From an optimization exercise on the open Yosys and OpenROAD flow, aimed at small area and a short achievable clock period; shortcuts taken in it are not production practice. The RTL was checked by simulation tests, not by an equivalence proof against the original design. No activity file was given, so power comes from the tool's default toggle rates.

`design/flow/run.sh`:
```
#!/bin/bash
# synth_recipe.tcl (not shown) runs the flow's synth.tcl, then flattens the netlist and writes it again
# the make line also repeats each setting of config.mk as NAME=value (left out here)
make -C /OpenROAD-flow-scripts/flow DESIGN_CONFIG=/design/flow/config.mk WORK_HOME=/design/flow/orfs CLKGATE_MAP_FILE= SYNTH_SCRIPT=/design/flow/synth_recipe.tcl finish
```
`design/flow/config.mk`:
```
export PLATFORM = sky130hd
export DESIGN_NAME = cpu_top
export DESIGN_NICKNAME = cpu_top
export VERILOG_FILES = /design/flow/design.v
export SDC_FILE = /design/flow/constraint.sdc
export NUM_CORES = 4
export LEC_CHECK = 0
export CAP_MARGIN = 20
export CORE_MARGIN = 2
export CORE_UTILIZATION = 55
export CTS_BUF_LIST = sky130_fd_sc_hd__clkbuf_8
export CTS_CLUSTER_DIAMETER = 60
export CTS_CLUSTER_SIZE = 15
export SETUP_SLACK_MARGIN = 4.4
export SLEW_MARGIN = 20
```
`design/flow/constraint.sdc`:
```
create_clock -name core_clock -period 7.5 [get_ports {clk_i}]
set_input_delay 1.5000 -clock core_clock [delete_from_list [all_inputs] [get_ports {clk_i}]]
set_output_delay 1.5000 -clock core_clock [all_outputs]
set_load 0.01 [all_outputs]
```
`design/flow/design.v`:
```
package isa_pkg;
  localparam int XLEN       = 32;
  localparam int REG_ADDR_W = 5;
  localparam int INST_W     = 32;
  localparam int NUM_REGS   = 32;
  localparam int OPC_W      = 7;
  localparam int FUNCT3_W   = 3;
  localparam int FUNCT7_W   = 7;
  localparam int SHAMT_W    = 5;
  typedef logic [INST_W-1:0] inst_t;
  localparam inst_t NOP_INST = 32'h0000_0013;
  localparam logic [OPC_W-1:0] OPC_OP_IMM = 7'b0010011;
  localparam logic [OPC_W-1:0] OPC_OP     = 7'b0110011;
  localparam logic [OPC_W-1:0] OPC_LUI    = 7'b0110111;
  localparam logic [FUNCT3_W-1:0] F3_ADD_SUB = 3'b000;
  localparam logic [FUNCT3_W-1:0] F3_SLL     = 3'b001;
  localparam logic [FUNCT3_W-1:0] F3_SLT     = 3'b010;
  localparam logic [FUNCT3_W-1:0] F3_XOR     = 3'b100;
  localparam logic [FUNCT3_W-1:0] F3_SRL_SRA = 3'b101;
  localparam logic [FUNCT3_W-1:0] F3_OR      = 3'b110;
  localparam logic [FUNCT3_W-1:0] F3_AND     = 3'b111;
  localparam logic [FUNCT7_W-1:0] F7_BASE = 7'b0000000;
  localparam logic [FUNCT7_W-1:0] F7_ALT  = 7'b0100000;
  typedef enum logic [3:0] {
    ALU_ADD, ALU_SUB, ALU_SLL, ALU_SLT, ALU_XOR,
    ALU_SRL, ALU_SRA, ALU_OR, ALU_AND, ALU_PASS_B
  } alu_op_e;
endpackage
package pipe_pkg;
  typedef enum logic [1:0] {
    FWD_NONE,
    FWD_M1,
    FWD_M2,
    FWD_WB
  } fwd_sel_e;
  typedef struct packed {
    logic           valid;
    logic [31:0] inst;
  } ifid_t;
  typedef struct packed {
    logic                             valid;
    logic                             we;
    logic [5-1:0]   rs1;
    logic [5-1:0]   rs2;
    logic                             use_rs1;
    logic                             use_rs2;
    logic [5-1:0]   rd;
    logic [3:0]                 alu_op;
    logic                             imm_sel;
    logic [32-1:0]         imm;
  } dec_t;
  typedef struct packed {
    dec_t                     dec;
    logic [32-1:0] rs1_data;
    logic [32-1:0] rs2_data;
  } idex_t;
  typedef struct packed {
    logic                           valid;
    logic                           we;
    logic [5-1:0] rd;
    logic [32-1:0]       data;
  } wb_t;
  typedef struct packed {
    logic                           valid;
    logic                           we;
    logic [5-1:0] rd;
    logic [32-1:0]       data;
  } retire_t;
endpackage
module decoder (
  input  logic [31:0] inst_i,
  input  logic        valid_i,
  output logic        we_o,
  output logic        is_lui_o,
  output logic        is_op_o,
  output logic [2:0]  res_sel_o,
  output logic        inv_b_o,
  output logic        rev_a_o,
  output logic        sra_o,
  output logic [31:0] imm_o
);
  logic [6:0] opcode;
  logic [2:0] funct3;
  logic [6:0] funct7;
  logic       is_opimm;
  logic       supported;
  assign opcode = inst_i[6:0];
  assign funct3 = inst_i[14:12];
  assign funct7 = inst_i[31:25];
  assign is_opimm = (opcode == 7'b0010011);
  assign is_op_o  = (opcode == 7'b0110011);
  assign is_lui_o = (opcode == 7'b0110111);
  always_comb begin
    supported = is_lui_o;
    if (is_opimm)
      supported = (funct3 != 3'b001) && (funct3 != 3'b011) && (funct3 != 3'b101);
    if (is_op_o)
      supported = (funct7 == 7'b0000000 && funct3 != 3'b011) ||
                  (funct7 == 7'b0100000 && (funct3 == 3'b000 || funct3 == 3'b101));
  end
  assign we_o      = valid_i && supported && (inst_i[11:7] != 5'd0);
  assign res_sel_o = is_lui_o ? 3'b000 : funct3;
  assign inv_b_o   = !is_lui_o && ((funct3 == 3'b010) || (is_op_o && funct3 == 3'b000 && funct7[5]));
  assign rev_a_o   = (funct3 == 3'b001);
  assign sra_o     = funct7[5];
  assign imm_o     = is_lui_o ? {inst_i[31:12], 12'b0} : {{20{inst_i[31]}}, inst_i[31:20]};
endmodule
module gpr (
  input  logic        clk_i,
  input  logic        rst_i,
  input  logic [31:1] rs1_sel_i,
  input  logic [31:1] rs2_sel_i,
  output logic [31:0] rs1_data_o,
  output logic [31:0] rs2_data_o,
  output logic [31:1] avail_o,
  input  logic        we_i,
  input  logic [4:0]  rd_i,
  input  logic [31:0] wd_i
);
  logic [31:1][31:0] regs;
  logic [31:1]       written;
  logic [31:1]       wsel;
  always_comb begin
    for (int i = 1; i < 32; i++) wsel[i] = we_i && (rd_i == 5'(i));
  end
  assign avail_o = written | wsel;
  always_ff @(posedge clk_i) begin
    for (int i = 1; i < 32; i++) begin
      if (wsel[i]) regs[i] <= wd_i;
    end
  end
  always_ff @(posedge clk_i) begin
    if (rst_i) written <= '0;
    else       written <= avail_o;
  end
  always_comb begin
    rs1_data_o = '0;
    rs2_data_o = '0;
    for (int i = 1; i < 32; i++) begin
      rs1_data_o = rs1_data_o | ({32{rs1_sel_i[i]}} & regs[i]);
      rs2_data_o = rs2_data_o | ({32{rs2_sel_i[i]}} & regs[i]);
    end
  end
endmodule
module execute (
  input  logic [31:0] a_i,
  input  logic [31:0] b_i,
  input  logic [4:0]  shamt_i,
  input  logic [2:0]  res_sel_i,
  input  logic        cin_i,
  input  logic        sra_i,
  output logic [31:0] res_o
);
  logic [31:0] sum;
  logic        lt;
  logic [31:0] shr;
  logic [31:0] shr_rev;
  assign sum = a_i + b_i + {31'b0, cin_i};
  assign lt  = (a_i[31] == b_i[31]) ? a_i[31] : sum[31];
  assign shr = $unsigned($signed({sra_i & a_i[31], a_i}) >>> shamt_i);
  always_comb begin
    for (int i = 0; i < 32; i++) shr_rev[i] = shr[31-i];
  end
  always_comb begin
    case (res_sel_i)
      3'b000:  res_o = sum;
      3'b001:  res_o = shr_rev;
      3'b010:  res_o = {31'b0, lt};
      3'b100:  res_o = a_i ^ b_i;
      3'b101:  res_o = shr;
      3'b110:  res_o = a_i | b_i;
      3'b111:  res_o = a_i & b_i;
      default: res_o = 32'b0;
    endcase
  end
endmodule
module cpu_top (
  input  logic        clk_i,
  input  logic        rst_i,
  input  logic        inst_valid_i,
  input  logic [31:0] inst_i,
  output logic [38:0] retire_o
);
  logic        if_valid;
  logic [31:0] if_inst;
  logic [31:1] if_sel1, if_sel2;     
  logic        if_hx_a, if_hm_a;     
  logic        if_hx_b, if_hm_b;     
  logic [4:0]  in_rs1, in_rs2;
  logic        in_en1, in_en2;
  logic        in_hx_a, in_hm_a, in_hx_b, in_hm_b;
  logic [31:1] avail;
  logic        id_we;
  logic        ex_valid, ex_we;
  logic [4:0]  ex_rd;
  logic        m1_valid, m1_we;
  logic [4:0]  m1_rd;
  logic [31:0] m1_data;
  assign in_rs1 = inst_i[19:15];
  assign in_rs2 = inst_i[24:20];
  assign in_en1 = (inst_i[6:0] != 7'b0110111);   
  assign in_en2 = (inst_i[6:0] == 7'b0110011);   
  assign in_hx_a = in_en1 && id_we && (if_inst[11:7] == in_rs1);
  assign in_hm_a = in_en1 && ex_we && (ex_rd == in_rs1) && !in_hx_a;
  assign in_hx_b = in_en2 && id_we && (if_inst[11:7] == in_rs2);
  assign in_hm_b = in_en2 && ex_we && (ex_rd == in_rs2) && !in_hx_b;
  always_ff @(posedge clk_i) begin
    if (rst_i) if_valid <= 1'b0;
    else       if_valid <= inst_valid_i;
    if_inst <= inst_i;
    for (int i = 1; i < 32; i++) begin
      if_sel1[i] <= in_en1 && !in_hx_a && !in_hm_a && avail[i] && (in_rs1 == 5'(i));
      if_sel2[i] <= in_en2 && !in_hx_b && !in_hm_b && avail[i] && (in_rs2 == 5'(i));
    end
    if_hx_a <= in_hx_a;
    if_hm_a <= in_hm_a;
    if_hx_b <= in_hx_b;
    if_hm_b <= in_hm_b;
  end
  logic        id_is_lui;
  logic        id_is_op;
  logic [2:0]  id_res_sel;
  logic        id_inv_b;
  logic        id_rev_a;
  logic        id_sra;
  logic [31:0] id_imm;
  logic [31:0] rf_a;
  logic [31:0] rf_b;
  logic [31:0] ex_a, ex_b;
  logic [4:0]  ex_shamt;
  logic [2:0]  ex_res_sel;
  logic        ex_cin, ex_sra;
  logic [31:0] ex_res;
  decoder i_decoder (
    .inst_i   (if_inst),
    .valid_i  (if_valid),
    .we_o     (id_we),
    .is_lui_o (id_is_lui),
    .is_op_o  (id_is_op),
    .res_sel_o(id_res_sel),
    .inv_b_o  (id_inv_b),
    .rev_a_o  (id_rev_a),
    .sra_o    (id_sra),
    .imm_o    (id_imm)
  );
  gpr i_gpr (
    .clk_i     (clk_i),
    .rst_i     (rst_i),
    .rs1_sel_i (if_sel1),
    .rs2_sel_i (if_sel2),
    .rs1_data_o(rf_a),
    .rs2_data_o(rf_b),
    .avail_o   (avail),
    .we_i      (m1_we),
    .rd_i      (m1_rd),
    .wd_i      (m1_data)
  );
  logic [31:0] oth_a, oth_b;
  logic [31:0] id_a, id_b;
  logic [4:0]  id_shamt;
  logic        s_xa_n, s_xa_r, s_xb_p, s_xb_n, s_ob_n;
  assign oth_a = rf_a | ({32{if_hm_a}} & m1_data);
  assign oth_b = rf_b | ({32{if_hm_b}} & m1_data) | ({32{!id_is_op}} & id_imm);
  assign s_xa_n = if_hx_a && !id_rev_a;
  assign s_xa_r = if_hx_a && id_rev_a;
  assign s_xb_p = if_hx_b && !id_inv_b;
  assign s_xb_n = if_hx_b && id_inv_b;
  assign s_ob_n = !if_hx_b && id_inv_b;
  always_comb begin
    for (int i = 0; i < 32; i++) begin
      id_a[i] = (s_xa_n && ex_res[i]) || (s_xa_r && ex_res[31-i]) ||
                (!id_rev_a && oth_a[i]) || (id_rev_a && oth_a[31-i]);
      id_b[i] = (s_xb_p && ex_res[i]) || (s_xb_n && !ex_res[i]) ||
                (!id_inv_b && oth_b[i]) || (s_ob_n && !oth_b[i]);
    end
  end
  assign id_shamt = ({5{if_hx_b}} & ex_res[4:0]) | oth_b[4:0];
  always_ff @(posedge clk_i) begin
    if (rst_i) begin
      ex_valid <= 1'b0;
      ex_we    <= 1'b0;
    end else begin
      ex_valid <= if_valid;
      ex_we    <= id_we;
    end
    ex_rd      <= if_inst[11:7];
    ex_a       <= id_a;
    ex_b       <= id_b;
    ex_shamt   <= id_shamt;
    ex_res_sel <= id_res_sel;
    ex_cin     <= id_inv_b;
    ex_sra     <= id_sra;
  end
  execute i_execute (
    .a_i      (ex_a),
    .b_i      (ex_b),
    .shamt_i  (ex_shamt),
    .res_sel_i(ex_res_sel),
    .cin_i    (ex_cin),
    .sra_i    (ex_sra),
    .res_o    (ex_res)
  );
  logic        m2_valid, m2_we;
  logic [4:0]  m2_rd;
  logic [31:0] m2_data;
  logic        wb_valid, wb_we;
  logic [4:0]  wb_rd;
  logic [31:0] wb_data;
  always_ff @(posedge clk_i) begin
    if (rst_i) begin
      m1_valid <= 1'b0;
      m1_we    <= 1'b0;
      m2_valid <= 1'b0;
      m2_we    <= 1'b0;
      wb_valid <= 1'b0;
      wb_we    <= 1'b0;
    end else begin
      m1_valid <= ex_valid;
      m1_we    <= ex_we;
      m2_valid <= m1_valid;
      m2_we    <= m1_we;
      wb_valid <= m2_valid;
      wb_we    <= m2_we;
    end
    m1_rd   <= ex_rd;
    m1_data <= ex_res;
    m2_rd   <= m1_rd;
    m2_data <= m1_data;
    wb_rd   <= m2_rd;
    wb_data <= m2_data;
  end
  assign retire_o = {wb_valid, wb_we, wb_rd, wb_data};
endmodule
```
==> results.json, run 1 <==
{
  "run_status": "timing/DRC/antenna clean",
  "worst_setup_path_start": "if_sel2[3]",
  "synth_fa_ha_area_frac": 0.0149,
  "async_reset_ff_frac": 0,
  "ant_nets": 0,
  "gp_congestion": 1.13,
  "layout-drive-gt1-share": 0.177,
  "commonest_cells_after_routing_fill_and_taps_aside": "sky130_fd_sc_hd__edfxtp_1 (992), sky130_fd_sc_hd__a22oi_1 (464), sky130_fd_sc_hd__a221oi_1 (288)",
  "regToRegEndpoint": "ex_b[20]",
  "worst-r2r-setup-slack_ps": 4220,
  "netlist_instances": 4219,
  "area_taken_by_multi_input_logic_gates_mm2": 0.0196,
  "yosys.area.top_type": "sky130_fd_sc_hd__edfxtp_1",
  "cts_tree": "built",
  "report.final.hold_viol_count": 0,
  "drtIter0Drc": 11425,
  "post-route-min-period_ps": 3280,
  "synth_sequential_area_ratio": 0.643,
  "synth_area_mm2": 0.0565,
  "syn_to_final_growth_pct": 12.3,
  "design.portCount": 74,
  "worst_hold_startpoint": "m2_data[14]",
  "cts-root-buf": "sky130_fd_sc_hd__clkbuf_8",
  "rr_worst_depth": 7,
  "pwr_density_cell_mw_per_mm2": 210,
  "setup_violations": 0,
  "clock_sinks": 1320,
  "dominant_combinational_cell_family_by_area_after_synthesis": "compound AO/OA/AOI/OAI gates",
  "f_max_ghz": 0.305,
  "mux_cell_area_share_after_synthesis": 0.0297,
  "number_of_global_route_vias_before_repair": 44043,
  "chipWidth_um": 325,
  "number_of_placement_rows": 117,
  "number_of_enable_flip_flop_cells_after_synthesis": 992,
  "fillerInstances": 8047,
  "wl_per_cell_um": 49.8,
  "worst_reg2reg_startpoint": "if_sel2[3]",
  "yosysWarningCount": 4,
  "power.static_leakage_nw": 21.2,
  "power.total_mw": 13.3,
  "fraction_of_the_mapped_netlist_area_in_compound_gates": 0.204,
  "layout.cells.most_common": "sky130_fd_sc_hd__edfxtp_1",
  "worst_skew_pair.late_latency_ps": 900,
  "post-route-period-util": 0.437,
  "numPortBuffers": 73,
  "max_rail_drop_vdd_v": 0.000183,
  "tightest_slew_ps": 1340,
  "worst-endpoint-required_ps": 8260,
  "fin_tns_setup_ps": 0,
  "die-height_um": 325,
  "synth_top_area_frac": 0.527,
  "via_to_cell_ratio": 8.50,
  "cp_cell_sequence": "buf_4 -> a22o_1 -> a221oi_1 -> nand4_1 -> a2111oi_2 -> nor2_1 -> a221o_1",
  "post_synth_xor_area_fraction": 0.00682,
  "synthesis.area_per_instance_um2": 13.4,
  "worst_ep_arrival_time_ps": 4040,
  "die-area_mm2": 0.105,
  "grtUsageTotal": 0.533,
  "slowest_stage": "sky130_fd_sc_hd__a2111oi_2",
  "synth_simple_gate_area_frac": 0.0714,
  "drc": 0,
  "slowest_delay_ps": 750,
  "worstSetupEndpoint": "ex_b[20]",
  "grt_max_degree": 51,
  "1st_pass_router_iterations": 13,
  "initial_antenna_violation_count": 22,
  "netlist_top_cells_area": "sky130_fd_sc_hd__edfxtp_1 (53%), sky130_fd_sc_hd__dfxtp_1 (12%), sky130_fd_sc_hd__a22oi_1 (6.2%)",
  "synth_seq_cells": 1320,
  "skew_ps": 73.3,
  "clock_pin_slew_worst_setup_and_hold_paths_ps": 90,
  "detailedPlacementHpwl_um": 161000,
  "synth_ff_type": "sky130_fd_sc_hd__edfxtp_1",
  "timing.setup.critical_path_class": "reg -> reg",
  "yosys.cell_types.count": 106,
  "final_net_count": 4439,
  "grt_pass1_wl_um": 380000,
  "cts_max_path_buffers": 3,
  "hp-class": "reg -> reg",
  "mappedNetlistNets": 4320,
  "cts_htree_levels": 3,
  "dr_total_vias": 49643,
  "max_cap_viol_count": 0,
  "final_max_slew_viol_count": 0,
  "total_wire_length_um": 291000,
  "start_util": 0.555,
  "min_delay_path_depth": 0,
  "cp_max_fo": 20,
  "core_region_area_mm2": 0.102,
  "worst_setup_path_start_kind": "flip-flop",
  "worst_max_slew_margin_expressed_relative_to_the_limit": 0.103,
  "sequential_cell_area_mm2": 0.0366,
  "cp-end-kind": "flip-flop",
  "cts_inserted_buffers": 115,
  "unrepaired_setup_endpoints_after_global_routing": "yes",
  "grt_remaining_overflow": 0
}
[cells by family after synthesis]
kind of cell	Yosys count
AND/OR/NAND/NOR	800
flip-flops	1320
buffers and inverters	416
XOR/XNOR	44
AO/OA/AOI/OAI	1455
multiplexers	118
adder cells (fa/ha/maj)	66
[registers in the layout, indices dropped and copies added, names as in the netlist, 31 cells and up]
signal and flops:
i_gpr.written 31, m2_data 32, ex_b 32, wb_data 32
if_sel2 31, i_gpr.regs 992, if_sel1 31, m1_data 32
ex_a 32, if_inst 32
[routing by layer]
metal | up-vias | global-route usage | part of all wire
met2 | 6193 | 0.696 | 0.38
met4 | 18 | 0.394 | 0.10
met1 | 23991 | 0.661 | 0.32
met5 | - | 0.0326 | 0.0010
li1 | 17636 | - | -
met3 | 1805 | 0.281 | 0.19
[cell usage after synthesis, types with 25 or more instances]
library cell and number:
sky130_fd_sc_hd__a2111oi_0 25, sky130_fd_sc_hd__nand4_1 143, sky130_fd_sc_hd__edfxtp_1 992, sky130_fd_sc_hd__mux4_2 38, sky130_fd_sc_hd__inv_1 115, sky130_fd_sc_hd__o211ai_1 26
sky130_fd_sc_hd__o21ai_0 75, sky130_fd_sc_hd__a21oi_1 97, sky130_fd_sc_hd__nor3_1 75, sky130_fd_sc_hd__nand3_1 104, sky130_fd_sc_hd__nand2_1 131, sky130_fd_sc_hd__buf_1 25
sky130_fd_sc_hd__o221ai_1 29, sky130_fd_sc_hd__dfxtp_1 328, sky130_fd_sc_hd__mux2i_1 61, sky130_fd_sc_hd__xnor2_1 29, sky130_fd_sc_hd__a22oi_1 465, sky130_fd_sc_hd__or4_1 39
sky130_fd_sc_hd__nor2_1 213, sky130_fd_sc_hd__clkbuf_1 246, sky130_fd_sc_hd__a22o_1 287, sky130_fd_sc_hd__ha_1 64, sky130_fd_sc_hd__a221oi_1 291
[critical path: cells and delay by family (launching register included)]
family                 cells  cell delay (ps)
AO/OA/AOI/OAI              4             1630
flip-flops                 1              630
buffers and inverters      1              510
AND/OR/NAND/NOR            2              340
[per-stage QoR]
| stage | worst slack (ps) | utilization | hold WS (ps) | cell area [um2] | std cells |
|---|---|---|---|---|---|
| 6_report | 4220 | 0.623 | 333 | 63500 | 5838 |
| 2_1_floorplan | 4420 | - | 310 | 56500 | 4219 |
| 5_1_grt | 4180 | 0.622 | 338 | 63400 | 5811 |
| 4_1_cts | 4330 | 0.613 | 333 | 62500 | 5767 |
| 3_3_place_gp | 3120 | 0.580 | 310 | 59100 | 5505 |
| 3_5_place_dp | 3540 | 0.581 | 314 | 59200 | 5509 |
[where the power goes]
part	switching, mW	internal (mW)
Sequential	0.155	8.01
Combinational	0.483	0.253
Clock	2.68	1.75
Total	3.32	10.0
[worst min path at each step]
stage             endpoint
3_5_place_dp   wb_data[25]
4_1_cts        wb_data[18]
2_1_floorplan   wb_data[0]
3_3_place_gp    wb_data[4]
5_1_grt        wb_data[24]
6_report       wb_data[14]
[final cells by class]
class	instances	share of cell area
Timing Repair Buffer	295	0.0414
Inverter	119	0.00747
Antenna cell	32	0.00126
Clock buffer	126	0.0273
Multi-Input combinational cell	2486	0.309
Sequential cell	1320	0.576
Timing Repair inverter	1	0.0000788
Clock inverter	91	0.0103
Tap cell	1368	0.0270
[timing repair]
item / in CTS / in global routing
pin swaps: 38 / 42
gates cloned: 5 / 4
setup endpoints to repair: 179 / 151
setup buffers: 36 / 35
hold buffers: 0 / 0
gates resized for setup: 197 / 131
==> run 2: changes to the inputs <==
--- a/design/flow/config.mk
+++ b/design/flow/config.mk
@@ -13,2 +13,3 @@
 export CTS_CLUSTER_SIZE = 15
+export PLACE_DENSITY = 0.8
 export SETUP_SLACK_MARGIN = 4.4
==> run 2 against run 1 <==
Net effect:
- first-iteration DRC count increased by 8.9%
- final cell count decreased by 0.60%
- wire length decreased by 13%
- still clean on timing, DRC and antenna
- sequential power about the same
- clock power decreased by about 10%
- register-to-register slack about the same
- critical path depth increased by 2
- fmax decreased by 0.22%
- critical endpoint is now ex_b[26]
- via count decreased by 0.66%
==> results.json, run 2 <==
{
  "commonest_cells_after_routing_fill_and_taps_aside": "sky130_fd_sc_hd__edfxtp_1 (992), sky130_fd_sc_hd__a22oi_1 (464), sky130_fd_sc_hd__a221oi_1 (290)",
  "dr_total_vias": 49313,
  "power.static_leakage_nw": 21.0,
  "cp-end-kind": "flip-flop",
  "start_util": 0.555,
  "hp-class": "reg -> reg",
  "timing.critical_path.buf_inv": 3,
  "grt_pass1_wl_um": 343000,
  "syn_to_final_growth_pct": 11.3,
  "post-route-period-util": 0.438,
  "final_max_slew_viol_count": 0,
  "netlist_top_cells_area": "sky130_fd_sc_hd__edfxtp_1 (53%), sky130_fd_sc_hd__dfxtp_1 (12%), sky130_fd_sc_hd__a22oi_1 (6.2%)",
  "fin_util": 0.618,
  "synth_seq_cells": 1320,
  "synth_top_area_frac": 0.527,
  "worst-endpoint-required_ps": 8270,
  "post-route-min-period_ps": 3290,
  "pwr_density_cell_mw_per_mm2": 205,
  "worst_max_slew_margin_expressed_relative_to_the_limit": 0.117,
  "worst_ep_arrival_time_ps": 4050,
  "cp_max_fo": 22,
  "clock_pin_slew_worst_setup_and_hold_paths_ps": 100,
  "cts_inserted_buffers": 105,
  "core_region_area_mm2": 0.102,
  "layout.cells.most_common": "sky130_fd_sc_hd__edfxtp_1",
  "f_max_ghz": 0.304,
  "cpLargestDelayFamily": "compound AO/OA/AOI/OAI gates",
  "yosys.cell_types.count": 106,
  "worst_skew_pair.late_latency_ps": 890,
  "grt_remaining_overflow": 0,
  "netlist_instances": 4219,
  "yosys.cell_count.top_type": "sky130_fd_sc_hd__edfxtp_1",
  "ant_nets": 0,
  "layout-drive-gt1-share": 0.168,
  "slowest_delay_ps": 1190,
  "grt_max_degree": 51,
  "unrepaired_setup_endpoints_after_global_routing": "yes",
  "fin_tns_setup_ps": 0,
  "slowest_stage": "sky130_fd_sc_hd__a2111oi_0",
  "ys_top_cells_by_count": "sky130_fd_sc_hd__edfxtp_1 (992), sky130_fd_sc_hd__a22oi_1 (465), sky130_fd_sc_hd__dfxtp_1 (328)",
  "clock_sinks": 1320,
  "number_of_enable_flip_flop_cells_after_synthesis": 992,
  "run_status": "timing/DRC/antenna clean",
  "grtUsageTotal": 0.463,
  "setup_violations": 0,
  "die-area_mm2": 0.105,
  "cts_max_path_buffers": 3,
  "yosys.area.top_type": "sky130_fd_sc_hd__edfxtp_1",
  "register_with_the_most_flip_flops": "i_gpr.regs",
  "cts-root-buf": "sky130_fd_sc_hd__clkbuf_8",
  "sequential_cell_area_mm2": 0.0365,
  "cpMostUsedCell": "sky130_fd_sc_hd__buf_4",
  "total_wire_length_um": 253000,
  "cts_htree_levels": 3,
  "drc": 0,
  "area_taken_by_multi_input_logic_gates_mm2": 0.0197,
  "gp_congestion": 1.07,
  "max_cap_viol_count": 0,
  "numPortBuffers": 73,
  "layout.cells.non_filler": 5803,
  "cp_cell_sequence": "nor4bb_1 -> nand3_1 -> buf_4 -> inv_1 -> and2_1 -> buf_4 -> a2111oi_0 -> nor2_1 -> a221o_1",
  "numPlacedInstances": 5510,
  "detailedPlacementHpwl_um": 134000,
  "chipWidth_um": 325,
  "synth_ff_type": "sky130_fd_sc_hd__edfxtp_1",
  "drtIter0Drc": 12440,
  "mappedNetlistNets": 4320,
  "skew_ps": 84.5,
  "tightest_slew_ps": 1290,
  "1st_pass_router_iterations": 15,
  "yosysWarningCount": 4,
  "report.final.hold_viol_count": 0,
  "max_rail_drop_vdd_v": 0.000146,
  "synth_area_mm2": 0.0565,
  "number_of_global_route_vias_before_repair": 45210,
  "number_of_placement_rows": 117,
  "final_net_count": 4428,
  "initial_antenna_violation_count": 14,
  "synth_sequential_area_ratio": 0.643,
  "async_reset_ff_frac": 0,
  "fillerInstances": 7535,
  "design.portCount": 74,
  "via_to_cell_ratio": 8.50,
  "worst_setup_path_start_kind": "flip-flop",
  "synthesis.area_per_instance_um2": 13.4,
  "cts_tree": "built",
  "wl_per_cell_um": 43.6,
  "largest_register_ff_count": 992,
  "timing.setup.critical_path_class": "reg -> reg",
  "die-height_um": 325
}
## run 2: worst reg2reg max path, delay by kind of cell (launching register included)
kind,cells,cell delay (ps)
AOI/OAI and AO/OA,2,1530
buffers and inverters,3,860
and+or+nand+nor,4,500
DFF,1,310
## run 2: kinds of logic after synthesis
group           synth area share
buf+inv                   0.0304
compound gates             0.204
mux                       0.0297
simple gates              0.0714
xor+xnor                 0.00682
flops                      0.643
fa+ha+maj                 0.0149
## run 2: stage by stage
| step | power [mW] | setup slack, ps | area, um2 | hold slack, ps |
|---|---|---|---|---|
| 2_1_floorplan | 8.61 | 4420 | 56500 | 310 |
| 3_3_place_gp | 8.92 | 3500 | 59200 | 311 |
| 3_5_place_dp | 8.93 | 3400 | 59200 | 312 |
| 4_1_cts | 12.7 | 4340 | 62100 | 333 |
| 5_1_grt | 13.1 | 4220 | 62900 | 338 |
| 6_report | 12.9 | 4210 | 62900 | 326 |
## run 2: routing by layer
metal / global-route usage / vias to the layer above / part of all wire
met4: 0.364 / 57 / 0.12
met5: 0.0924 / - / 0.0066
li1: - / 17577 / -
met3: 0.294 / 2429 / 0.21
met1: 0.528 / 22700 / 0.29
met2: 0.602 / 6550 / 0.37
## run 2: final timing paths
check               from     endpoint  slack [ps]  depth (start not counted)
max           if_inst[4]     ex_b[26]        4210                          9
min reg2reg  m2_data[29]  wb_data[29]         330                          0
max reg2reg   if_inst[4]     ex_b[26]        4210                          9
min          m2_data[29]  wb_data[29]         330                          0
## run 2: power by group
| group | switching (mW) | total, mW | internal (mW) |
|---|---|---|---|
| logic | 0.473 | 0.726 | 0.253 |
| registers | 0.164 | 8.18 | 8.01 |
| clock network | 2.52 | 3.98 | 1.46 |
## run 2: area by class of cell
cell class	instances	share of cell area
sequential	1320	0.580
multi-input combinational	2484	0.312
timing repair buffer	297	0.0404
tap	1368	0.0272
clock buffer	107	0.0234
clock inverter	85	0.00791
inverter	119	0.00740
antenna	23	0.000915
## run 2: repair_timing
item	4_1_cts	5_1_grt
buffers inserted	47	30
resized for setup	185	121
cloned	0	1
setup endpoints to repair	198	132
pin swaps	35	49
hold buffers	0	0
==> run 3: changes to the inputs <==
--- a/design/flow/design.v
+++ b/design/flow/design.v
@@ -74,3 +74,4 @@
   output logic        is_lui_o,
-  output logic        is_op_o,
+  output logic        en1_o,
+  output logic        en2_o,
   output logic [2:0]  res_sel_o,
@@ -78,4 +79,3 @@
   output logic        rev_a_o,
-  output logic        sra_o,
-  output logic [31:0] imm_o
+  output logic        sra_o
 );
@@ -85,2 +85,3 @@
   logic       is_opimm;
+  logic       is_op;
   logic       supported;
@@ -90,3 +91,3 @@
   assign is_opimm = (opcode == 7'b0010011);
-  assign is_op_o  = (opcode == 7'b0110011);
+  assign is_op    = (opcode == 7'b0110011);
   assign is_lui_o = (opcode == 7'b0110111);
@@ -96,3 +97,3 @@
       supported = (funct3 != 3'b001) && (funct3 != 3'b011) && (funct3 != 3'b101);
-    if (is_op_o)
+    if (is_op)
       supported = (funct7 == 7'b0000000 && funct3 != 3'b011) ||
@@ -101,7 +102,8 @@
   assign we_o      = valid_i && supported && (inst_i[11:7] != 5'd0);
+  assign en1_o     = !is_lui_o;
+  assign en2_o     = is_op;
   assign res_sel_o = is_lui_o ? 3'b000 : funct3;
-  assign inv_b_o   = !is_lui_o && ((funct3 == 3'b010) || (is_op_o && funct3 == 3'b000 && funct7[5]));
+  assign inv_b_o   = !is_lui_o && ((funct3 == 3'b010) || (is_op && funct3 == 3'b000 && funct7[5]));
   assign rev_a_o   = (funct3 == 3'b001);
   assign sra_o     = funct7[5];
-  assign imm_o     = is_lui_o ? {inst_i[31:12], 12'b0} : {{20{inst_i[31]}}, inst_i[31:20]};
 endmodule
@@ -183,12 +185,16 @@
 );
-  logic        if_valid;
-  logic [31:0] if_inst;
+  logic        if_valid, if_we;
+  logic [31:7] if_inst;
+  logic [2:0]  if_res_sel;
+  logic        if_inv_b, if_sra;
   logic [31:1] if_sel1, if_sel2;     
-  logic        if_hx_a, if_hm_a;     
-  logic        if_hx_b, if_hm_b;     
+  logic        if_xa_n, if_xa_r, if_oa_n, if_oa_r;
+  logic        if_xb_p, if_xb_n, if_ob_p, if_ob_n;
+  logic        if_hm_a, if_hm_b;     
+  logic        if_imm_i, if_imm_u;   
+  logic        in_we, in_lui, in_en1, in_en2, in_inv_b, in_rev_a, in_sra;
+  logic [2:0]  in_res_sel;
   logic [4:0]  in_rs1, in_rs2;
-  logic        in_en1, in_en2;
   logic        in_hx_a, in_hm_a, in_hx_b, in_hm_b;
   logic [31:1] avail;
-  logic        id_we;
   logic        ex_valid, ex_we;
@@ -198,14 +204,32 @@
   logic [31:0] m1_data;
+  decoder i_decoder (
+    .inst_i   (inst_i),
+    .valid_i  (inst_valid_i),
+    .we_o     (in_we),
+    .is_lui_o (in_lui),
+    .en1_o    (in_en1),
+    .en2_o    (in_en2),
+    .res_sel_o(in_res_sel),
+    .inv_b_o  (in_inv_b),
+    .rev_a_o  (in_rev_a),
+    .sra_o    (in_sra)
+  );
   assign in_rs1 = inst_i[19:15];
   assign in_rs2 = inst_i[24:20];
-  assign in_en1 = (inst_i[6:0] != 7'b0110111);   
-  assign in_en2 = (inst_i[6:0] == 7'b0110011);   
-  assign in_hx_a = in_en1 && id_we && (if_inst[11:7] == in_rs1);
+  assign in_hx_a = in_en1 && if_we && (if_inst[11:7] == in_rs1);
   assign in_hm_a = in_en1 && ex_we && (ex_rd == in_rs1) && !in_hx_a;
-  assign in_hx_b = in_en2 && id_we && (if_inst[11:7] == in_rs2);
+  assign in_hx_b = in_en2 && if_we && (if_inst[11:7] == in_rs2);
   assign in_hm_b = in_en2 && ex_we && (ex_rd == in_rs2) && !in_hx_b;
   always_ff @(posedge clk_i) begin
-    if (rst_i) if_valid <= 1'b0;
-    else       if_valid <= inst_valid_i;
-    if_inst <= inst_i;
+    if (rst_i) begin
+      if_valid <= 1'b0;
+      if_we    <= 1'b0;
+    end else begin
+      if_valid <= inst_valid_i;
+      if_we    <= in_we;
+    end
+    if_inst    <= inst_i[31:7];
+    if_res_sel <= in_res_sel;
+    if_inv_b   <= in_inv_b;
+    if_sra     <= in_sra;
     for (int i = 1; i < 32; i++) begin
@@ -214,14 +238,15 @@
     end
-    if_hx_a <= in_hx_a;
-    if_hm_a <= in_hm_a;
-    if_hx_b <= in_hx_b;
-    if_hm_b <= in_hm_b;
-  end
-  logic        id_is_lui;
-  logic        id_is_op;
-  logic [2:0]  id_res_sel;
-  logic        id_inv_b;
-  logic        id_rev_a;
-  logic        id_sra;
-  logic [31:0] id_imm;
+    if_xa_n  <= in_hx_a && !in_rev_a;
+    if_xa_r  <= in_hx_a && in_rev_a;
+    if_oa_n  <= !in_rev_a;
+    if_oa_r  <= in_rev_a;
+    if_xb_p  <= in_hx_b && !in_inv_b;
+    if_xb_n  <= in_hx_b && in_inv_b;
+    if_ob_p  <= !in_inv_b;
+    if_ob_n  <= !in_hx_b && in_inv_b;
+    if_hm_a  <= in_hm_a;
+    if_hm_b  <= in_hm_b;
+    if_imm_i <= !in_en2 && !in_lui;
+    if_imm_u <= in_lui;
+  end
   logic [31:0] rf_a;
@@ -233,14 +258,2 @@
   logic [31:0] ex_res;
-  decoder i_decoder (
-    .inst_i   (if_inst),
-    .valid_i  (if_valid),
-    .we_o     (id_we),
-    .is_lui_o (id_is_lui),
-    .is_op_o  (id_is_op),
-    .res_sel_o(id_res_sel),
-    .inv_b_o  (id_inv_b),
-    .rev_a_o  (id_rev_a),
-    .sra_o    (id_sra),
-    .imm_o    (id_imm)
-  );
   gpr i_gpr (
@@ -260,19 +273,15 @@
   logic [4:0]  id_shamt;
-  logic        s_xa_n, s_xa_r, s_xb_p, s_xb_n, s_ob_n;
   assign oth_a = rf_a | ({32{if_hm_a}} & m1_data);
-  assign oth_b = rf_b | ({32{if_hm_b}} & m1_data) | ({32{!id_is_op}} & id_imm);
-  assign s_xa_n = if_hx_a && !id_rev_a;
-  assign s_xa_r = if_hx_a && id_rev_a;
-  assign s_xb_p = if_hx_b && !id_inv_b;
-  assign s_xb_n = if_hx_b && id_inv_b;
-  assign s_ob_n = !if_hx_b && id_inv_b;
+  assign oth_b = rf_b | ({32{if_hm_b}} & m1_data) |
+                 ({32{if_imm_i}} & {{20{if_inst[31]}}, if_inst[31:20]}) |
+                 ({32{if_imm_u}} & {if_inst[31:12], 12'b0});
   always_comb begin
     for (int i = 0; i < 32; i++) begin
-      id_a[i] = (s_xa_n && ex_res[i]) || (s_xa_r && ex_res[31-i]) ||
-                (!id_rev_a && oth_a[i]) || (id_rev_a && oth_a[31-i]);
-      id_b[i] = (s_xb_p && ex_res[i]) || (s_xb_n && !ex_res[i]) ||
-                (!id_inv_b && oth_b[i]) || (s_ob_n && !oth_b[i]);
+      id_a[i] = (if_xa_n && ex_res[i]) || (if_xa_r && ex_res[31-i]) ||
+                (if_oa_n && oth_a[i]) || (if_oa_r && oth_a[31-i]);
+      id_b[i] = (if_xb_p && ex_res[i]) || (if_xb_n && !ex_res[i]) ||
+                (if_ob_p && oth_b[i]) || (if_ob_n && !oth_b[i]);
     end
   end
-  assign id_shamt = ({5{if_hx_b}} & ex_res[4:0]) | oth_b[4:0];
+  assign id_shamt = ({5{if_xb_p | if_xb_n}} & ex_res[4:0]) | oth_b[4:0];
   always_ff @(posedge clk_i) begin
@@ -283,3 +292,3 @@
       ex_valid <= if_valid;
-      ex_we    <= id_we;
+      ex_we    <= if_we;
     end
@@ -289,5 +298,5 @@
     ex_shamt   <= id_shamt;
-    ex_res_sel <= id_res_sel;
-    ex_cin     <= id_inv_b;
-    ex_sra     <= id_sra;
+    ex_res_sel <= if_res_sel;
+    ex_cin     <= if_inv_b;
+    ex_sra     <= if_sra;
   end
--- a/design/flow/config.mk
+++ b/design/flow/config.mk
@@ -13,3 +13,2 @@
 export CTS_CLUSTER_SIZE = 15
-export PLACE_DENSITY = 0.8
 export SETUP_SLACK_MARGIN = 4.4
==> run 3 against run 2 <==
Net effect:
- largest cell class unchanged
- worst hold slack better by 5.5 ps
- final area is 0.31% lower
- sequential share of layout area is 0.36 points higher
- critical endpoint is now ex_b[24]
- via count is 1.6% lower
==> results.json, run 3 <==
{
  "largest_register_ff_count": 992,
  "dr_total_vias": 48541,
  "regToRegEndpoint": "ex_b[24]",
  "cts_tree": "built",
  "total_wire_length_um": 279000,
  "switching_share": 0.241,
  "mappedNetlistNets": 4364,
  "worst-endpoint-required_ps": 8250,
  "numPortBuffers": 73,
  "initial_antenna_violation_count": 21,
  "cts_inserted_buffers": 116,
  "hp-class": "reg -> reg",
  "comb_power_share": 0.051,
  "cts_hold_buf": 0,
  "setup_violations": 0,
  "cts_htree_levels": 3,
  "fin_tns_setup_ps": 0,
  "number_of_enable_flip_flop_cells_after_synthesis": 992,
  "power.static_leakage_nw": 21.1,
  "hold-path-endpoint": "wb_data[6]",
  "ys_top_cells_by_count": "sky130_fd_sc_hd__edfxtp_1 (992), sky130_fd_sc_hd__a22oi_1 (679), sky130_fd_sc_hd__dfxtp_1 (334)",
  "setup_ws_ps": 4170,
  "post-route-period-util": 0.445,
  "gp_congestion": 1.10,
  "cts_max_path_buffers": 3,
  "worst_reg2reg_startpoint": "if_sel2[26]",
  "wl_per_cell_um": 47.8,
  "worst-r2r-setup-slack_ps": 4170,
  "cp_cell_sequence": "buf_4 -> a22o_1 -> a221oi_1 -> nand4_1 -> nor4_1 -> mux2i_1 -> nand2_1",
  "worst_max_slew_margin_expressed_relative_to_the_limit": 0.121,
  "synth_sequential_area_ratio": 0.647,
  "register_with_the_most_flip_flops": "i_gpr.regs",
  "drc": 0,
  "timing.setup.critical_path_class": "reg -> reg",
  "synthesis.area_per_instance_um2": 13.2,
  "grt_pass1_wl_um": 369000,
  "die-area_mm2": 0.105,
  "drtIter0Drc": 11341,
  "die-height_um": 324,
  "rr_worst_depth": 7,
  "layout.cells.most_common": "sky130_fd_sc_hd__edfxtp_1",
  "netlist_instances": 4263,
  "power_report.internal_total_mw": 10.2,
  "final_net_count": 4444,
  "netlist_top_cells_area": "sky130_fd_sc_hd__edfxtp_1 (53%), sky130_fd_sc_hd__dfxtp_1 (12%), sky130_fd_sc_hd__a22oi_1 (9.0%)",
  "synth_ff_type": "sky130_fd_sc_hd__edfxtp_1",
  "f_max_ghz": 0.300,
  "cts-root-buf": "sky130_fd_sc_hd__clkbuf_8",
  "seq_power_share": 0.606,
  "yosys.cell_count.top_type": "sky130_fd_sc_hd__edfxtp_1",
  "design.portCount": 74,
  "grt_remaining_overflow": 0,
  "synth_top_area_frac": 0.529,
  "slowest_stage": "sky130_fd_sc_hd__nor4_1",
  "async_reset_ff_frac": 0,
  "synth_seq_cells": 1326,
  "detailedPlacementHpwl_um": 151000,
  "minimum_hold_slack_ps": 331,
  "slowest_delay_ps": 1090,
  "pwr_density_cell_mw_per_mm2": 215,
  "synth_area_mm2": 0.0564,
  "yosysWarningCount": 4,
  "worst_setup_path_start_kind": "flip-flop",
  "min_delay_path_depth": 0,
  "clock_pin_slew_worst_setup_and_hold_paths_ps": 100,
  "grtUsageTotal": 0.523,
  "worst_hold_startpoint": "m2_data[6]",
  "clock_sinks": 1326,
  "power.total_mw": 13.5,
  "chipWidth_um": 324,
  "1st_pass_router_iterations": 12,
  "core_region_area_mm2": 0.102,
  "grt_max_degree": 50,
  "unrepaired_setup_endpoints_after_global_routing": "yes",
  "run_status": "timing/DRC/antenna clean",
  "start_util": 0.554,
  "number_of_placement_rows": 117,
  "ant_nets": 0,
  "layout-drive-gt1-share": 0.151,
  "clockPowerShare": 0.344,
  "syn_to_final_growth_pct": 11.3,
  "yosys.area.top_type": "sky130_fd_sc_hd__edfxtp_1",
  "post-route-min-period_ps": 3330,
  "dpl_worst_slack_ps": 3520,
  "max_rail_drop_vdd_v": 0.000185,
  "cp_max_fo": 18,
  "cp-end-kind": "flip-flop",
  "worst_ep_arrival_time_ps": 4080,
  "worst_skew_pair.late_latency_ps": 890,
  "report.final.hold_viol_count": 0,
  "number_of_global_route_vias_before_repair": 44243,
  "tightest_slew_ps": 1320,
  "skew_ps": 74.6,
  "via_to_cell_ratio": 8.33,
  "yosys.cell_types.count": 78,
  "final_max_slew_viol_count": 0,
  "max_cap_viol_count": 0,
  "power_switching_mw": 3.25,
  "commonest_cells_after_routing_fill_and_taps_aside": "sky130_fd_sc_hd__edfxtp_1 (992), sky130_fd_sc_hd__a22oi_1 (676), sky130_fd_sc_hd__dfxtp_1 (235)"
}
==> run 3: cell count changes in the layout (fill, tap and decap cells not counted), moves of 39 or more <==
cell                       before  now
sky130_fd_sc_hd__a22o_1       287  178
sky130_fd_sc_hd__nor2_1       175  135
sky130_fd_sc_hd__nand2_1      125  171
sky130_fd_sc_hd__a22oi_1      464  676
sky130_fd_sc_hd__a221oi_1     290  183
sky130_fd_sc_hd__mux2i_1       59   98
==> run 3: cell type report <==
cell class                 instances  area, um2
antenna                           18       45.0
clock buffer                     126       1730
clock inverter                    92        791
fill                            7952      39000
inverter                         114        437
multi-input combinational       2518      19100
sequential                      1326      36600
tap                             1368       1710
timing repair buffer             267       2280
==> run 3: worst max-delay path by stage <==
stage                startpoint           to  slack (ps)  cells after the start
floorplan            inst_i[19]  if_sel1[12]        4450                      9
detailed placement      ex_a[0]     ex_b[26]        3520                     13
global placement        ex_a[0]     ex_b[26]        3560                     13
finish              if_sel2[26]     ex_b[24]        4170                      7
global route            ex_b[0]     ex_b[30]        4210                     13
CTS                     ex_a[2]     ex_a[16]        4320                     11
==> run 3: power groups by stage <==
| stage | logic, mW | clock network, mW | registers, mW |
|---|---|---|---|
| 6_report | 0.681 | 4.63 | 8.15 |
| 3_5_place_dp | 0.600 | 0 | 8.32 |
| 3_3_place_gp | 0.599 | 0 | 8.33 |
| 4_1_cts | 0.618 | 4.58 | 8.15 |
| 2_1_floorplan | 0.282 | 0 | 8.34 |
| 5_1_grt | 0.711 | 4.85 | 8.16 |
==> run 3: critical path, delay by kind of cell, from the launching register on <==
kind | cells | cell delay [ps]
AO/OA/AOI/OAI | 2 | 470
flip-flops | 1 | 640
buffers and inverters | 1 | 480
AND/OR/NAND/NOR | 3 | 1300
multiplexers | 1 | 280
==> run 3: metrics by stage <==
stage	instances	cell area (um2)	utilization
after CTS	5781	62000	0.610
after floorplan	4263	56400	-
after global routing	5815	62700	0.616
final	5829	62700	0.617
after detailed placement	5544	59000	0.580
after global placement	5544	59000	0.580
==> run 3: timing repair <==
item                                   in CTS  in global routing
endpoints found under the hold margin       0                  0
setup endpoints to repair                 150                130
gates cloned                                0                  0
gates resized for setup                   132                 96
setup buffers                              19                 29
pin swaps                                  14                 31
==> run 3: per-layer routing <==
| layer | up-vias | wire length, um | part of all wire | GRT usage |
|---|---|---|---|---|
| li1 | 17600 | - | - | - |
| met1 | 23397 | 90700 | 0.33 | 0.644 |
| met2 | 5772 | 108000 | 0.39 | 0.695 |
| met3 | 1748 | 52400 | 0.19 | 0.275 |
| met4 | 24 | 27400 | 0.098 | 0.380 |
| met5 | - | 249 | 0.00089 | 0.0144 |
==> run 3: logic make-up (layout without fill, tap and decap cells) <==
| group | count (synthesis) | count (layout) | synth area share |
|---|---|---|---|
| buf+inv | 419 | 599 | 0.0286 |
| simple gates | 879 | 879 | 0.0787 |
| mux | 162 | 162 | 0.0371 |
| fa+ha+maj | 66 | 66 | 0.0149 |
| compound gates | 1381 | 1381 | 0.189 |
| other cells | 0 | 18 | 0 |
| xor+xnor | 30 | 30 | 0.00466 |
| flops | 1326 | 1326 | 0.647 |
==> run 4: changes to the inputs <==
--- a/design/flow/config.mk
+++ b/design/flow/config.mk
@@ -9,3 +9,3 @@
 export CORE_MARGIN = 2
-export CORE_UTILIZATION = 55
+export CORE_UTILIZATION = 60
 export CTS_BUF_LIST = sky130_fd_sc_hd__clkbuf_8
@@ -13,3 +13,3 @@
 export CTS_CLUSTER_SIZE = 15
-export SETUP_SLACK_MARGIN = 4.4
+export SETUP_SLACK_MARGIN = 4.5
 export SLEW_MARGIN = 20
==> run 4 against run 3 <==
Net effect:
- still clean on timing, DRC and antenna
- die area down 8.2%
- synthesized cell count is the same
- area after synthesis unchanged
- sequential cell count stayed put
- final cell count down 1.5%
- clock skew increased by 30 ps
- via count grew 2.3%
- power fell by 3.1%
- worst setup slack worse by 3.3 ps
- fmax hardly changed
- critical endpoint is now ex_a[11]
==> results.json, run 4 <==
{
  "number_of_placement_rows": 112,
  "mappedNetlistNets": 4364,
  "syn_to_final_growth_pct": 11.9,
  "numPlacedInstances": 5446,
  "fin_util": 0.677,
  "rr_worst_depth": 6,
  "synth_sequential_area_ratio": 0.647,
  "synth_area_mm2": 0.0564,
  "fillerInstances": 6681,
  "layout-drive-gt1-share": 0.169,
  "fin_tns_setup_ps": 0,
  "number_of_global_route_vias_before_repair": 44586,
  "worst_max_slew_margin_expressed_relative_to_the_limit": 0.144,
  "netlist_top_cells_area": "sky130_fd_sc_hd__edfxtp_1 (53%), sky130_fd_sc_hd__dfxtp_1 (12%), sky130_fd_sc_hd__a22oi_1 (9.0%)",
  "ant_nets": 0,
  "die-area_mm2": 0.0964,
  "synth_seq_cells": 1326,
  "clock_sinks": 1326,
  "wl_per_cell_um": 48.2,
  "cts_hold_buf": 0,
  "grt_pass1_wl_um": 366000,
  "cts_htree_levels": 3,
  "layout.cells.non_filler": 5742,
  "dr_total_vias": 49666,
  "cp-end-kind": "flip-flop",
  "clock_pin_slew_worst_setup_and_hold_paths_ps": 100,
  "timing.critical_path.buf_inv": 1,
  "run_status": "timing/DRC/antenna clean",
  "drc": 0,
  "via_to_cell_ratio": 8.65,
  "netlist_instances": 4263,
  "yosys.cell_count.top_type": "sky130_fd_sc_hd__edfxtp_1",
  "f_max_ghz": 0.300,
  "number_of_enable_flip_flop_cells_after_synthesis": 992,
  "1st_pass_router_iterations": 15,
  "numPortBuffers": 73,
  "max_cap_viol_count": 0,
  "register_with_the_most_flip_flops": "i_gpr.regs",
  "synth_ff_type": "sky130_fd_sc_hd__edfxtp_1",
  "cts_tree": "built",
  "commonest_cells_after_routing_fill_and_taps_aside": "sky130_fd_sc_hd__edfxtp_1 (992), sky130_fd_sc_hd__a22oi_1 (675), sky130_fd_sc_hd__dfxtp_1 (226)",
  "final_design_area_no_fill_mm2": 0.0631,
  "yosys.area.top_type": "sky130_fd_sc_hd__edfxtp_1",
  "post-route-min-period_ps": 3340,
  "final_net_count": 4480,
  "total_wire_length_um": 277000,
  "worst_skew_pair.late_latency_ps": 920,
  "grt_max_degree": 53,
  "drtIter0Drc": 13025,
  "report.final.hold_viol_count": 0,
  "yosys.cell_types.count": 78,
  "regToRegEndpoint": "ex_a[11]",
  "layout.cells.most_common": "sky130_fd_sc_hd__edfxtp_1",
  "async_reset_ff_frac": 0,
  "unrepaired_setup_endpoints_after_global_routing": "yes",
  "worstSetupEndpoint": "ex_a[11]",
  "timing.setup.critical_path_class": "reg -> reg",
  "chipWidth_um": 310,
  "core_region_area_mm2": 0.0932,
  "largest_register_ff_count": 992,
  "die-height_um": 310,
  "design.portCount": 74,
  "hp-class": "reg -> reg",
  "yosysWarningCount": 4,
  "pwr_density_cell_mw_per_mm2": 207,
  "synth_top_area_frac": 0.529,
  "post-route-period-util": 0.445,
  "start_util": 0.605,
  "cts_max_path_buffers": 3,
  "worst_reg2reg_startpoint": "if_sel1[1]",
  "worst_ep_arrival_time_ps": 4090,
  "worst_setup_path_start": "if_sel1[1]",
  "cts_inserted_buffers": 106,
  "slowest_stage": "sky130_fd_sc_hd__nor4_2",
  "tightest_slew_ps": 1280,
  "slowest_delay_ps": 770,
  "power.static_leakage_nw": 21.3,
  "cts-root-buf": "sky130_fd_sc_hd__clkbuf_8",
  "post_placement_cell_area_mm2": 0.0591,
  "final_max_slew_viol_count": 0,
  "worst-r2r-setup-slack_ps": 4160,
  "setup_violations": 0,
  "critical_path_depth": 6,
  "worst_setup_path_start_kind": "flip-flop",
  "skew_ps": 104,
  "cp_cell_sequence": "buf_4 -> a22oi_1 -> nand4_1 -> nor4_2 -> o21ai_0 -> a221o_1",
  "cp_max_fo": 17,
  "gp_congestion": 1.09,
  "initial_antenna_violation_count": 22,
  "cpLargestDelayFamily": "compound AO/OA/AOI/OAI gates",
  "synthesis.area_per_instance_um2": 13.2,
  "grtUsageTotal": 0.565,
  "max_rail_drop_vdd_v": 0.000208,
  "worst-endpoint-required_ps": 8250,
  "detailedPlacementHpwl_um": 157000,
  "grt_remaining_overflow": 0,
  "ys_top_cells_by_count": "sky130_fd_sc_hd__edfxtp_1 (992), sky130_fd_sc_hd__a22oi_1 (679), sky130_fd_sc_hd__dfxtp_1 (334)"
}
[run 4: cell counts after synthesis]
No cell type changed its count.
[run 4: final cells by class]
class                   count  area [um2]  share of cell area
flip-flops and latches   1326       36700               0.582
multi-input cells        2518       19500               0.309
repair buffers            313        2740              0.0435
well taps                1254        1570              0.0249
clock buffers             113        1560              0.0247
clock inverters            86         561             0.00889
inverters                 114         439             0.00696
diodes                     18        45.0            0.000714
[run 4: worst register-to-register path, stage by stage (launching register included)]
cell,delay (ps)
sky130_fd_sc_hd__dfxtp_2,670
sky130_fd_sc_hd__buf_4,540
sky130_fd_sc_hd__a22oi_1,300
sky130_fd_sc_hd__nand4_1,130
sky130_fd_sc_hd__nor4_2,770
sky130_fd_sc_hd__o21ai_0,420
sky130_fd_sc_hd__a221o_1,360
[run 4: repair_timing]
item                                    4_1_cts  5_1_grt
cloned                                        4        2
buffers inserted                             44       29
gates resized for setup                     246      102
pin swaps                                    33       46
endpoints found under the setup margin      153      139
hold endpoints to repair                      0        0
[run 4: stage by stage]
stage	total power, mW	hold WS [ps]	setup slack (ps)
final	13.0	330	4160
after global routing	13.3	334	4110
after CTS	12.9	332	4330
after detailed placement	8.95	312	3340
after global placement	8.95	310	3450
after floorplan	8.62	310	4540
[run 4: power breakdown]
group          switching [mW]  internal (mW)
sequential              0.133           8.04
clock                    2.53           1.61
combinational           0.497          0.243
[run 4: cell families after synthesis]
family	after synthesis	synth area share
compound gates	1381	0.189
flops	1326	0.647
simple gates	879	0.0787
buf+inv	419	0.0286
mux	162	0.0371
fa+ha+maj	66	0.0149
xor+xnor	30	0.00466
[run 4: how the worst min path moves through the flow]
stage,from,to,slack (ps),cells after the start
floorplan,if_inv_b,ex_cin,310,0
global placement,m2_data[11],wb_data[11],310,0
detailed placement,m2_data[14],wb_data[14],310,0
CTS,m2_rd[4],wb_rd[4],330,0
global route,m2_rd[4],wb_rd[4],330,0
finish,if_res_sel[2],ex_res_sel[2],330,0
[run 4: per-layer routing]
metal | up-vias | wire length (um) | GRT usage
met2 | 6482 | 101000 | 0.711
met5 | - | 920 | 0.0642
li1 | 17671 | - | -
met4 | 53 | 30500 | 0.422
met1 | 23347 | 85800 | 0.683
met3 | 2113 | 58700 | 0.356

separate check: timing with driven ports:
The results above use ideal ports. As a check the final layouts listed here were re-extracted and re-timed, cells and wires unchanged. Step 1 sets driving cells, clkbuf_16 on the clock port and buf_2 on the other inputs (assumed; they add their load-dependent delay and slew). Step 2 adds t to the input delays and takes it off the output delays; t is the mean of the earliest and latest rising clock arrival at the registers after step 1. Input paths then give back, and output paths get back, about the clock's delay inside the block. a / b / c = ideal ports / drivers / drivers and shift; a / b = the first two.
run	shift t [ns]	slack for setup (ns)	worst data-port slew with drivers (ns)	cell pins on the clock port's net
run 1	0.939	4.219 / 4.219 / 3.598	0.08	1
run 2	0.912	4.212 / 4.212 / 3.393	0.14	1
run 3	0.918	4.165 / 4.165 / 3.628	0.04	1
run 4	0.934	4.162 / 4.162 / 3.529	0.06	1
After both steps every run listed still meets setup and hold. For run 2, which loses most, drivers alone change the setup slack by 0.000 ns; drivers and shift together by -0.819 ns.
